From an optimization exercise on the open Yosys and OpenROAD flow, aimed at a short achievable clock period; shortcuts taken in it are not production practice. Function was checked by simulation only, so behaviour that the tests miss may differ from the original. Power is estimated from default activity; no workload was simulated.

==> flow/design.v <==
`default_nettype none
package prg_mem_pkg;
  localparam int PRG_ADDR_W = 8;
  localparam int PRG_DATA_W = 8;
  typedef enum logic [1:0] {
    ST_IDLE     = 2'd0,
    ST_ACCESS   = 2'd1,
    ST_RDBACK   = 2'd2,
    ST_WAIT_LOW = 2'd3
  } prg_state_t;
endpackage
`default_nettype wire
`default_nettype none
module prg_sync_edge #(
  parameter int SYNC_STAGES = 2
) (
  input  logic clk,
  input  logic rst_n,
  input  logic async_in,
  output logic level,
  output logic rise
);
  logic [SYNC_STAGES-1:0] r_sync;
  logic                   r_prev;
  always_ff @(posedge clk or negedge rst_n) begin
    if (!rst_n) begin
      r_sync <= '1;
      r_prev <= 1'b1;
    end else begin
      r_sync <= {r_sync[SYNC_STAGES-2:0], async_in};
      r_prev <= r_sync[SYNC_STAGES-1];
    end
  end
  assign level = r_sync[SYNC_STAGES-1];
  assign rise  = r_sync[SYNC_STAGES-1] & ~r_prev;
endmodule
`default_nettype wire
`default_nettype none
module prg_mem_port
#(
  parameter int ADDR_W      = prg_mem_pkg::PRG_ADDR_W,
  parameter int DATA_W      = prg_mem_pkg::PRG_DATA_W,
  parameter int SYNC_STAGES = 2,
  parameter int LO_W        = 0
) (
  input  logic              clk_clk,
  input  logic              reset_reset_n,
  input  logic              prg_clock,
  input  logic [ADDR_W-1:0] prg_ma,
  input  logic [DATA_W-1:0] prg_wd,
  input  logic              prg_we,
  output logic [DATA_W-1:0] prg_rd,
  input  logic [ADDR_W-1:0] cpu_addr,
  output logic [DATA_W-1:0] cpu_rdata,
  output logic              prg_busy
);
  localparam int WORDS = 2**ADDR_W;
  localparam int AL_W  = ADDR_W / 2;           
  localparam int AH_W  = ADDR_W - AL_W;
  localparam int AL_N  = 2**AL_W;
  localparam int AH_N  = 2**AH_W;
  logic [WORDS-1:0][DATA_W-1:0] mem;
  logic              r_busy;
  logic              r_acc;
  logic              r_rdb;
  logic [ADDR_W-1:0] r_ma;
  logic [DATA_W-1:0] r_wd;
  logic              r_we;
  logic [AL_N-1:0]   r_ma_lo_dec;              
  logic [AH_N-1:0]   r_wr_hi_dec;              
  logic [DATA_W-1:0] r_prg_rd;
  logic              w_level;
  logic              w_rise;
  logic              w_start;
  prg_sync_edge #(
    .SYNC_STAGES (SYNC_STAGES)
  ) u_sync (
    .clk      (clk_clk),
    .rst_n    (reset_reset_n),
    .async_in (prg_clock),
    .level    (w_level),
    .rise     (w_rise)
  );
  assign w_start = !r_busy && w_rise;
  always_ff @(posedge clk_clk or negedge reset_reset_n) begin
    if (!reset_reset_n) begin
      r_busy      <= 1'b0;
      r_acc       <= 1'b0;
      r_rdb       <= 1'b0;
      r_ma        <= '0;
      r_wd        <= '0;
      r_we        <= 1'b0;
      r_ma_lo_dec <= '0;
      r_wr_hi_dec <= '0;
    end else begin
      r_acc <= w_start;
      r_rdb <= r_acc;
      if (w_start) begin
        r_ma   <= prg_ma;
        r_wd   <= prg_wd;
        r_we   <= prg_we;
        r_busy <= 1'b1;
        for (int i = 0; i < AL_N; i++) begin
          r_ma_lo_dec[i] <= (prg_ma[AL_W-1:0] == AL_W'(i));
        end
        for (int i = 0; i < AH_N; i++) begin
          r_wr_hi_dec[i] <= prg_we && (prg_ma[ADDR_W-1:AL_W] == AH_W'(i));
        end
      end else begin
        r_wr_hi_dec <= '0;
        if (r_busy && !r_acc && !r_rdb && !w_level) begin
          r_busy <= 1'b0;
        end
      end
    end
  end
  for (genvar i = 0; i < WORDS; i++) begin : g_word
    always_ff @(posedge clk_clk) begin
      if (r_wr_hi_dec[i / AL_N] && r_ma_lo_dec[i % AL_N]) begin
        mem[i] <= r_wd;
      end
    end
  end
  logic [AH_N-1:0][DATA_W-1:0] r_rb;
  always_ff @(posedge clk_clk) begin
    if (r_acc) begin
      for (int h = 0; h < AH_N; h++) begin
        r_rb[h] <= mem[{AH_W'(h), r_ma[AL_W-1:0]}];
      end
    end
  end
  always_ff @(posedge clk_clk or negedge reset_reset_n) begin
    if (!reset_reset_n) begin
      r_prg_rd <= '0;
    end else if (r_rdb) begin
      r_prg_rd <= r_we ? r_wd : r_rb[r_ma[ADDR_W-1:AL_W]];
    end
  end
  if (LO_W == 0) begin : g_cpu_reg
    logic [DATA_W-1:0] r_cpu_rdata;
    always_ff @(posedge clk_clk or negedge reset_reset_n) begin
      if (!reset_reset_n) begin
        r_cpu_rdata <= '0;
      end else begin
        r_cpu_rdata <= mem[cpu_addr];
      end
    end
    assign cpu_rdata = r_cpu_rdata;
  end else begin : g_cpu_split
    localparam int HI_W = ADDR_W - LO_W;
    localparam int LO_N = 2**LO_W;
    localparam int HI_N = 2**HI_W;
    logic [LO_N-1:0][DATA_W-1:0] w_cand;
    logic [LO_N-1:0][DATA_W-1:0] r_cand;
    logic [LO_N-1:0]             r_lo_sel;
    logic [DATA_W-1:0]           w_cpu_rdata;
    always_comb begin
      for (int j = 0; j < LO_N; j++) begin
        w_cand[j] = mem[{cpu_addr[ADDR_W-1:LO_W], LO_W'(j)}];
      end
    end
    always_ff @(posedge clk_clk) begin
      r_cand <= w_cand;
    end
    always_ff @(posedge clk_clk or negedge reset_reset_n) begin
      if (!reset_reset_n) begin
        r_lo_sel <= '0;
      end else begin
        for (int j = 0; j < LO_N; j++) begin
          r_lo_sel[j] <= (cpu_addr[LO_W-1:0] == LO_W'(j));
        end
      end
    end
    always_comb begin
      w_cpu_rdata = '0;
      for (int j = 0; j < LO_N; j++) begin
        w_cpu_rdata = w_cpu_rdata | ({DATA_W{r_lo_sel[j]}} & r_cand[j]);
      end
    end
    assign cpu_rdata = w_cpu_rdata;
  end
  assign prg_rd    = r_prg_rd;
  assign prg_busy  = r_busy;
endmodule
`default_nettype wire
==> flow/config.mk <==
export PLATFORM = sky130hd
export DESIGN_NAME = prg_mem_port
export DESIGN_NICKNAME = prg_mem_port
export VERILOG_FILES = /design/flow/design.v
export SDC_FILE = /design/flow/constraint.sdc
export NUM_CORES = 4
export LEC_CHECK = 0
export ABC_CLOCK_PERIOD_IN_PS = 1000
export CAP_MARGIN = 20
export CORE_MARGIN = 2
export CORE_UTILIZATION = 74
export CTS_CLUSTER_DIAMETER = 80
export CTS_CLUSTER_SIZE = 30
export SETUP_SLACK_MARGIN = 2.9
export SLEW_MARGIN = 20
==> flow/constraint.sdc <==
create_clock -name core_clock -period 5.0 [get_ports {clk_clk}]
set_input_delay 1.0000 -clock core_clock [delete_from_list [all_inputs] [get_ports {clk_clk}]]
set_output_delay 1.0000 -clock core_clock [all_outputs]
set_load 0.01 [all_outputs]
run.sh (not shown) runs the stock make flow with config.mk's settings and CLKGATE_MAP_FILE= SYNTH_SCRIPT=/design/flow/synth_recipe.tcl, a recipe that flattens the netlist after the stock synthesis.
The starting point completed with no timing, DRC or antenna violations.
Then changed:
==> flow/flow/run.sh (new file) <==
#!/bin/bash
# Own layout flow: the standard layout (standard.sh, ORFS synthesis to
# finish, unchanged), with one addition: before ORFS places the pins, the
# CPU read port's pins are constrained to the middle of the top edge
# (flow/io.tcl, sourced through ORFS's PRE_IO_PLACEMENT_TCL hook).
# ORFS writes each step's full log under orfs/logs/; make's own output goes to
# standard_flow.log in this folder.
set -euo pipefail
W=$(pwd)
export PRE_IO_PLACEMENT_TCL="$W/flow/io.tcl"
bash standard.sh finish > "$W/standard_flow.log" 2>&1
==> flow/flow/io.tcl (new file) <==
# Pin placement for the CPU read port: the read address and the read data
# enter and leave together at the middle of the top edge, so no address bit
# starts from a corner of the die.
set die [ord::get_die_area]
set x0 [lindex $die 0]
set x1 [lindex $die 2]
set mid [expr {($x0 + $x1) / 2.0}]
set addr_pins {}
set data_pins {}
for {set i 0} {$i < 8} {incr i} {
  lappend addr_pins "cpu_addr\[$i\]"
  lappend data_pins "cpu_rdata\[$i\]"
}
set_io_pin_constraint -pin_names $addr_pins \
  -region [format "top:%.1f-%.1f" [expr {$mid - 30.0}] [expr {$mid}]]
set_io_pin_constraint -pin_names $data_pins \
  -region [format "top:%.1f-%.1f" [expr {$mid}] [expr {$mid + 30.0}]]
==> flow/standard.sh (new file) <==
#!/bin/bash
# synth_recipe.tcl (not shown) runs the flow's synth.tcl, then flattens the netlist and writes it again
# the make line also repeats each setting of config.mk as NAME=value (left out here)
make -C /OpenROAD-flow-scripts/flow DESIGN_CONFIG=/design/flow/config.mk WORK_HOME=/design/flow/orfs CLKGATE_MAP_FILE= SYNTH_SCRIPT=/design/flow/synth_recipe.tcl "${@:-finish}"
--- a/flow/config.mk
+++ b/flow/config.mk
@@ -9,7 +9,7 @@
 export CAP_MARGIN = 20
 export CORE_MARGIN = 2
-export CORE_UTILIZATION = 74
-export CTS_CLUSTER_DIAMETER = 80
-export CTS_CLUSTER_SIZE = 30
+export CORE_UTILIZATION = 70
+export CTS_CLUSTER_DIAMETER = 60
+export CTS_CLUSTER_SIZE = 20
 export SETUP_SLACK_MARGIN = 2.9
 export SLEW_MARGIN = 20
removed: flow/run.sh
Result: The changed run finished but failed the layout checks on antenna violations; register-to-register slack gains 0.04 ns; global-route usage drops by 2.7 points; power increases by 6.4%; setup slack improved by 0.047 ns; via count is lower by 1.9%; critical path depth climbs by 2; final cell count went up by 3.3%; core utilization shrinks by 3.0 points.
Then changed:
==> flow/run.sh (new file) <==
#!/bin/bash
# synth_recipe.tcl (not shown) runs the flow's synth.tcl, then flattens the netlist and writes it again
# the make line also repeats each setting of config.mk as NAME=value (left out here)
make -C /OpenROAD-flow-scripts/flow DESIGN_CONFIG=/design/flow/config.mk WORK_HOME=/design/flow/orfs CLKGATE_MAP_FILE= SYNTH_SCRIPT=/design/flow/synth_recipe.tcl finish
==> flow/config.mk (replaced) <==
export PLATFORM = sky130hd
export DESIGN_NAME = prg_mem_port
export DESIGN_NICKNAME = prg_mem_port
export VERILOG_FILES = /design/flow/design.v
export SDC_FILE = /design/flow/constraint.sdc
export NUM_CORES = 4
export LEC_CHECK = 0
export ABC_CLOCK_PERIOD_IN_PS = 2500
export CAP_MARGIN = 20
export CORE_MARGIN = 2
export CORE_UTILIZATION = 55
export CTS_CLUSTER_DIAMETER = 80
export CTS_CLUSTER_SIZE = 30
export SETUP_SLACK_MARGIN = 2.6
export SLEW_MARGIN = 20
removed: flow/flow/run.sh
removed: flow/flow/io.tcl
removed: flow/standard.sh
=>
- The changed run finished but fails on antenna violations
- total power is lower slightly
- synthesized cell count is unchanged
- sequential power is about the same
- routed wire length rises by a few percent
- non-clock buffer count decreases by 99
- cell count rose by a few percent
- synthesized area stays the same
- core utilization fell by 18 points
- worst setup slack degrades by 0.034 ns

-- separate check: timing with driven ports --
How much do the figures lean on ideal ports? The routed layouts below were timed once more, with nothing changed but the port constraints.
Step 1 (the two cells are an assumption about what drives the block):
set clk [get_ports {clk_clk}]
set_driving_cell -lib_cell sky130_fd_sc_hd__clkbuf_16 $clk
set_driving_cell -lib_cell sky130_fd_sc_hd__buf_2 [delete_from_list [all_inputs] $clk]
Step 2, shift: input delay + t, output delay - t, t = (earliest + latest rising clock arrival at the registers) / 2. This alone moves slack from input paths to output paths.
Three values: ideal, step 1, step 2; two values: the first two.
run	t (ns)	setup WS [ns]	hold slack, ns	clock arrival spread, ns
the first run	0.866	2.230 / 1.801 / 0.935	0.334 / 0.272 / 0.371	0.042 / 0.042
the second run	0.879	2.277 / 1.906 / 1.027	0.251 / 0.187 / 0.359	0.032 / 0.031
the third run	0.929	2.244 / 2.110 / 1.181	0.253 / 0.179 / 0.360	0.038 / 0.038
The setup slack of the first run, which loses most, moves by -0.429 ns with the drivers and by -1.295 ns with both steps.
